From an optimization exercise on the open Yosys and OpenROAD flow, aimed at small area, a short achievable clock period and few clock cycles per item; shortcuts taken in it are not production practice. In this exercise RTL edits were held to simulation tests only and were not proved equivalent to the original.

## md5_block_engine
module md5_block_engine (
  input  logic         clk_i,
  input  logic         rst_ni,
  input  logic         init_i,
  input  logic         msg_valid_i,
  output logic         msg_ready_o,
  input  logic [31:0]  msg_i,
  output logic         busy_o,
  output logic         hash_valid_o,
  output logic [127:0] hash_o
);
  function logic [31:0] md5_bswap(input logic [31:0] w);
    md5_bswap = {w[7:0], w[15:8], w[23:16], w[31:24]};
  endfunction
  function logic [31:0] md5_t(input logic [5:0] i);
    case (i)
      6'd0: md5_t = 32'hd76aa478;
      6'd1: md5_t = 32'he8c7b756;
      6'd2: md5_t = 32'h242070db;
      6'd3: md5_t = 32'hc1bdceee;
      6'd4: md5_t = 32'hf57c0faf;
      6'd5: md5_t = 32'h4787c62a;
      6'd6: md5_t = 32'ha8304613;
      6'd7: md5_t = 32'hfd469501;
      6'd8: md5_t = 32'h698098d8;
      6'd9: md5_t = 32'h8b44f7af;
      6'd10: md5_t = 32'hffff5bb1;
      6'd11: md5_t = 32'h895cd7be;
  ...
Size in the first run: about 5400 cells after synthesis, about 170 I/O pins, about 40000 µm² of cells after synthesis.
==> module md5_block_engine_step, before the edit <==
module md5_block_engine_step (
  input  logic [31:0] q,
  input  logic [31:0] b,
  input  logic [31:0] c,
  input  logic [31:0] d,
  input  logic [3:0]  fsel,
  input  logic [3:0]  rlo,
  input  logic [4:0]  rhi,
  output logic [31:0] b_new
);
  logic [31:0] f;
  logic [31:0] sum;
  logic [31:0] rot;
  assign f = ({32{fsel[0]}} & ((b & c) | (~b & d)))
           | ({32{fsel[1]}} & ((b & d) | (c & ~d)))
           | ({32{fsel[2]}} & (b ^ c ^ d))
           | ({32{fsel[3]}} & (c ^ (b | ~d)));
  md5_block_engine_add_ks u_add_f (.a(q), .b(f), .s(sum));
  logic [31:0] rot1;
  assign rot1 = ({32{rlo[0]}} & sum)
              | ({32{rlo[1]}} & {sum[30:0], sum[31]})
              | ({32{rlo[2]}} & {sum[29:0], sum[31:30]})
              | ({32{rlo[3]}} & {sum[28:0], sum[31:29]});
  assign rot  = ({32{rhi[0]}} & {rot1[27:0], rot1[31:28]})
              | ({32{rhi[1]}} & {rot1[23:0], rot1[31:24]})
              | ({32{rhi[2]}} & {rot1[19:0], rot1[31:20]})
              | ({32{rhi[3]}} & {rot1[15:0], rot1[31:16]})
              | ({32{rhi[4]}} & {rot1[11:0], rot1[31:12]});
  md5_block_engine_add_ks u_add_b (.a(b), .b(rot), .s(b_new));
endmodule
==> module md5_block_engine_add_ks, before the edit <==
module md5_block_engine_add_ks (
  input  logic [31:0] a,
  input  logic [31:0] b,
  output logic [31:0] s
);
  logic [31:0] p0, g0, p, g;
  assign p0 = a ^ b;
  assign g0 = a & b;
  always_comb begin
    g = g0;
    p = p0;
    for (int i = 0; i < 5; i++) begin
      for (int j = 31; j >= 0; j--) begin
        if (j >= (1 << i)) begin
          g[j] = g[j] | (p[j] & g[j - (1 << i)]);
          p[j] = p[j] & p[j - (1 << i)];
        end
      end
    end
  end
  assign s = p0 ^ {g[30:0], 1'b0};
endmodule
make LEC_CHECK=0 ABC_AREA=1 CAP_MARGIN=20 CORE_MARGIN=2 CORE_UTILIZATION=40 SETUP_SLACK_MARGIN=5 SLEW_MARGIN=20 SYNTH_HIERARCHICAL=1 finish   # period 10.0 ns
run.sh (not shown) runs the stock make flow with config.mk's settings and CLKGATE_MAP_FILE= SYNTH_SCRIPT=/design/flow/synth_recipe.tcl, a recipe that flattens the netlist after the stock synthesis.
Testbench counts at the start, summed over its fixed seeds: cycles 34,880, blocks 512.
Rerun with:
--- a/flow/design.v
+++ b/flow/design.v
@@ -22,5 +22,5 @@
            | ({32{fsel[2]}} & (b ^ c ^ d))
            | ({32{fsel[3]}} & (c ^ (b | ~d)));
-  md5_block_engine_add_ks u_add_f (.a(q), .b(f), .s(sum));
+  md5_block_engine_add u_add_f (.a(q), .b(f), .s(sum));
   logic [31:0] rot1;
   assign rot1 = ({32{rlo[0]}} & sum)
@@ -33,5 +33,5 @@
               | ({32{rhi[3]}} & {rot1[15:0], rot1[31:16]})
               | ({32{rhi[4]}} & {rot1[11:0], rot1[31:12]});
-  md5_block_engine_add_ks u_add_b (.a(b), .b(rot), .s(b_new));
+  md5_block_engine_add u_add_b (.a(b), .b(rot), .s(b_new));
 endmodule
 module md5_block_engine_add (
@@ -53,26 +53,4 @@
         end
       end
-    end
-  end
-  assign s = p0 ^ {g[30:0], 1'b0};
-endmodule
-module md5_block_engine_add_ks (
-  input  logic [31:0] a,
-  input  logic [31:0] b,
-  output logic [31:0] s
-);
-  logic [31:0] p0, g0, p, g;
-  assign p0 = a ^ b;
-  assign g0 = a & b;
-  always_comb begin
-    g = g0;
-    p = p0;
-    for (int i = 0; i < 5; i++) begin
-      for (int j = 31; j >= 0; j--) begin
-        if (j >= (1 << i)) begin
-          g[j] = g[j] | (p[j] & g[j - (1 << i)]);
-          p[j] = p[j] & p[j - (1 << i)];
-        end
-      end
     end
   end
Die area shrinks by 3.2%.
Routed wire length shrinks by 15%.
Setup slack degrades by 180 ps.
Final area shrinks by 5.0%.
Critical path depth shrinks by 2.
Testbench counts after the change, summed over its fixed seeds: cycles 34,880, blocks 512.


Another version of the RTL of md5_block_engine (not shown whole).
Size in the first run: ~6,100 cells after synthesis, roughly 170 I/O pins, roughly 0.044 mm² of cells after synthesis.
==> module md5_block_engine_step, before the edit <==
module md5_block_engine_step (
  input  logic [31:0] q,
  input  logic [31:0] u,
  input  logic [31:0] v,
  input  logic [31:0] b,
  input  logic [3:0]  rlo,
  input  logic [4:0]  rhi,
  output logic [31:0] b_new
);
  logic [31:0] f, p, g, cy, sum, rot1, rot;
  assign f = (b & u) | (~b & v);
  assign g = q & f;
  md5_block_engine_xor u_xor_p (.a(q), .b(f), .y(p));
  md5_block_engine_pfx u_pfx (.p(q | f), .g(g), .c(cy));
  assign sum = p ^ {cy[30:0], 1'b0};
  assign rot1 = ({32{rlo[0]}} & sum)
              | ({32{rlo[1]}} & {sum[30:0], sum[31]})
              | ({32{rlo[2]}} & {sum[29:0], sum[31:30]})
              | ({32{rlo[3]}} & {sum[28:0], sum[31:29]});
  assign rot  = ({32{rhi[0]}} & {rot1[27:0], rot1[31:28]})
              | ({32{rhi[1]}} & {rot1[23:0], rot1[31:24]})
              | ({32{rhi[2]}} & {rot1[19:0], rot1[31:20]})
              | ({32{rhi[3]}} & {rot1[15:0], rot1[31:16]})
              | ({32{rhi[4]}} & {rot1[11:0], rot1[31:12]});
  md5_block_engine_add_ks u_add_b (.a(b), .b(rot), .s(b_new));
endmodule
==> module md5_block_engine_add_ks, before the edit <==
module md5_block_engine_add_ks (
  input  logic [31:0] a,
  input  logic [31:0] b,
  output logic [31:0] s
);
  logic [31:0] p, cy;
  md5_block_engine_xor u_xor_p (.a(a), .b(b), .y(p));
  md5_block_engine_pfx u_pfx (.p(a | b), .g(a & b), .c(cy));
  assign s = p ^ {cy[30:0], 1'b0};
endmodule
clock: 10.0 ns
lec_check: 0
abc_area: 1
cap_margin: 20
core_margin: 2
core_utilization: 55
cts_cluster_diameter: 120
cts_cluster_size: 24
slew_margin: 20
synth_hierarchical: 1
standard.sh (not shown) runs the stock make flow with config.mk's settings and CLKGATE_MAP_FILE= SYNTH_SCRIPT=/design/flow/synth_recipe.tcl, a recipe that flattens the netlist after the stock synthesis.
==> flow/flow/run.sh <==
#!/bin/bash
set -euo pipefail
bash standard.sh SETUP_SLACK_MARGIN=6 finish > standard_flow.log 2>&1
Testbench counts at the start, summed over its fixed seeds: cycles 34,880, blocks 512.
Then changed:
--- a/flow/design.v
+++ b/flow/design.v
@@ -25,13 +25,16 @@
               | ({32{rlo[3]}} & {sum[28:0], sum[31:29]});
   assign rot  = ({32{rhi[0]}} & {rot1[27:0], rot1[31:28]})
               | ({32{rhi[1]}} & {rot1[23:0], rot1[31:24]})
               | ({32{rhi[2]}} & {rot1[19:0], rot1[31:20]})
               | ({32{rhi[3]}} & {rot1[15:0], rot1[31:16]})
               | ({32{rhi[4]}} & {rot1[11:0], rot1[31:12]});
-  md5_block_engine_add_ks u_add_b (.a(b), .b(rot), .s(b_new));
+  logic [31:0] p2, cy2;
+  md5_block_engine_xor u_xor_p2 (.a(b), .b(rot), .y(p2));
+  md5_block_engine_pfx u_pfx2 (.p(b | rot), .g(b & rot), .c(cy2));
+  assign b_new = p2 ^ {cy2[30:0], 1'b0};
 endmodule
 module md5_block_engine_pfx (
   input  logic [31:0] p,
   input  logic [31:0] g,
   output logic [31:0] c
 );
@@ -47,22 +50,12 @@
         end
       end
     end
   end
   assign c = gg;
 endmodule
-module md5_block_engine_add_ks (
-  input  logic [31:0] a,
-  input  logic [31:0] b,
-  output logic [31:0] s
-);
-  logic [31:0] p, cy;
-  md5_block_engine_xor u_xor_p (.a(a), .b(b), .y(p));
-  md5_block_engine_pfx u_pfx (.p(a | b), .g(a & b), .c(cy));
-  assign s = p ^ {cy[30:0], 1'b0};
-endmodule
 module md5_block_engine_add (
   input  logic [31:0] a,
   input  logic [31:0] b,
   output logic [31:0] s
 );
   logic [31:0] p0, g0, p, g;
Result: The new run ran to the end with no violations. Die area came out lower by about 0.6%. Sequential cell count is unchanged. First-iteration DRC count is about the same. Final area goes down by 2.0%. Register-to-register slack got worse by 30 ps. Wire length went down by about 4.5%. Via count drops by 2.2%. Global-route usage goes down by 1.3 points. Final cell count shrinks by 2.1%. Worst setup slack is worse by 110 ps. Utilization went down by 1.1 points.
Testbench counts after the change, summed over its fixed seeds: cycles 34,880, blocks 512.


md5_block_engine, a different RTL version from the one above (not shown whole).
Size: ~6100 cells after synthesis, roughly 170 I/O pins, about 0.046 mm² of cells after synthesis.
==> flow/config.mk <==
export PLATFORM = sky130hd
export DESIGN_NAME = md5_block_engine
export DESIGN_NICKNAME = md5_block_engine
export VERILOG_FILES = /design/flow/design.v
export SDC_FILE = /design/flow/constraint.sdc
export NUM_CORES = 4
export LEC_CHECK = 0
export ABC_AREA = 1
export CAP_MARGIN = 20
export CORE_MARGIN = 2
export CORE_UTILIZATION = 55
export CTS_CLUSTER_DIAMETER = 120
export CTS_CLUSTER_SIZE = 24
export SLEW_MARGIN = 20
export SYNTH_HIERARCHICAL = 1
==> flow/constraint.sdc <==
create_clock -name core_clock -period 10.0 [get_ports {clk_i}]
set_input_delay 2.0000 -clock core_clock [delete_from_list [all_inputs] [get_ports {clk_i}]]
set_output_delay 2.0000 -clock core_clock [all_outputs]
set_load 0.01 [all_outputs]
Scripts as last shown in full above: flow/flow/run.sh
The first run passed the timing, DRC and antenna checks.
Testbench counts at the start, summed over its fixed seeds: cycles 34,880, blocks 512.
==> next run, changes <==
--- a/flow/design.v
+++ b/flow/design.v
@@ -308,29 +308,27 @@
         pidx_q   <= pidx_n_q;
         pidx_n_q <= pidx_n_q + 6'd1;
         pz_q     <= (pidx_n_q == 6'd0);
         last4_q <= (pidx_q[5:2] == 4'hf);
       end
       if (prep0)  blk_iv_q <= iv0;
       if (fin)    h_iv_q   <= 1'b0;
     end
   end
   logic [4:0] s_w;
   assign s_w = md5_s({pidx_q[5:4], pidx_q[1:0]});
   always_ff @(posedge clk_i) begin
-    if (prep) begin
-      rlo_q  <= 4'b0001 << s_w[1:0];
-      rhi_q  <= 5'b00001 << (s_w[4:2] - 3'd1);
-      col_q  <= pidx_q[1:0];
-    end
+    rlo_q <= prep ? 4'b0001 << s_w[1:0] : 4'b0000;
+    rhi_q <= prep ? 5'b00001 << (s_w[4:2] - 3'd1) : 5'b00000;
+    if (prep) col_q <= pidx_q[1:0];
   end
   assign msg_ready_o  = ready_q;
   assign busy_o       = busy_q;
   assign hash_valid_o = hash_valid_q;
   logic [31:0] ring_q [16];
   always_ff @(posedge clk_i) begin
     ring_q[0] <= xfer ? md5_bswap(msg_i) : ring_q[15];
     for (int k = 1; k < 16; k++) ring_q[k] <= ring_q[k-1];
   end
   logic [5:0]  pidx_d;
   logic [3:0]  pos_d;
   logic [7:0]  sel_q;
@@ -374,35 +372,23 @@
     .v     (v_q),
     .b     (b_q),
     .rlo   (rlo_q),
     .rhi   (rhi_q),
     .b_new (x_w)
   );
   assign h_op  = blk_iv_q ? md5_iv_fin(fin_i_q) : h_q[0];
   md5_block_engine_add_bk u_add_h (.a(h_op), .b(b_q), .s(h_sum));
   always_ff @(posedge clk_i) begin
     q_q <= q_d;
     u_q <= u_d;
     v_q <= v_d;
-    if (qv_q) begin
-      a_q <= d_q;
-      b_q <= x_w;
-      c_q <= b_q;
-      d_q <= c_q;
-    end else if (fin) begin
-      a_q <= h_q[1];
-      b_q <= h_sum;
-      c_q <= h_q[3];
-      d_q <= h_q[2];
-    end else if (prep0 & iv0) begin
-      a_q <= IV_H0;
-      b_q <= IV_H1;
-      c_q <= IV_H2;
-      d_q <= IV_H3;
-    end
+    a_q <= fin ? h_q[1] : a_op;
+    c_q <= fin ? h_q[3] : c_n;
+    d_q <= fin ? h_q[2] : d_n;
+    b_q <= (fin | (prep0 & iv0)) ? (fin ? h_sum : IV_H1) : x_w;
     h_q[0] <= h_q[1];
     h_q[1] <= h_q[2];
     h_q[2] <= h_q[3];
     h_q[3] <= fin_v_q ? h_sum : h_q[0];
   end
   assign hash_o = {md5_bswap(h_q[0]), md5_bswap(h_q[3]), md5_bswap(h_q[2]), md5_bswap(h_q[1])};
 endmodule
- routed wire length drops by 5.0%
- synthesized cell count falls by 4.0%
- register-to-register slack gets better by 0.25 ns
- utilization fell by 0.45 points
- flip-flop and latch count does not change
- worst hold slack loses 0.046 ns
- synthesized area shrinks by 3.1%
- clock skew climbs by 0.033 ns
- clock-buffer cell count came out lower by 1
- global-route usage falls by 0.87 points
Testbench counts after the change, summed over its fixed seeds: cycles 34,880, blocks 512.

[separate check: timing with driven ports]
The flow's constraints put no driver on any port. The routed layouts listed below were extracted and timed again, unchanged, in two steps.
Step 1, drivers: a clkbuf_16 drives clk_i and a buf_2 each remaining input, both assumed.
Step 2 adds t to the input delays and takes it off the output delays; t is the mean of the earliest and latest rising clock arrival at the registers after step 1. Input paths then give back, and output paths get back, about the clock's delay inside the block.
Slacks: ideal ports / drivers / drivers and shift; pairs: ideal ports / drivers.
run	t, ns	setup WS [ns]	worst hold slack (ns)	latest minus earliest clock arrival (ns)	worst register clock-pin slew, ns
the first run of note 1	0.741	4.904 / 4.904 / 4.904	0.254 / 0.254 / 0.254	0.048 / 0.048	0.07 / 0.07
the second run of note 1	0.739	4.721 / 4.721 / 4.721	0.278 / 0.278 / 0.278	0.052 / 0.052	0.07 / 0.07
the first run of note 2	0.700	6.112 / 6.084 / 5.979	0.082 / 0.082 / 0.082	0.072 / 0.073	0.11 / 0.11
the second run of note 2	0.726	6.005 / 5.933 / 6.083	0.122 / 0.122 / 0.122	0.060 / 0.061	0.11 / 0.11
the first run of note 3	0.726	5.601 / 5.601 / 5.493	0.259 / 0.259 / 0.259	0.025 / 0.025	0.11 / 0.11
the second run of note 3	0.724	5.852 / 5.852 / 5.661	0.213 / 0.213 / 0.213	0.066 / 0.065	0.11 / 0.11
After both steps setup and hold are still met in every run listed. For the second run of note 3, which loses most, drivers alone change the setup slack by 0.000 ns; drivers and shift together by -0.191 ns.
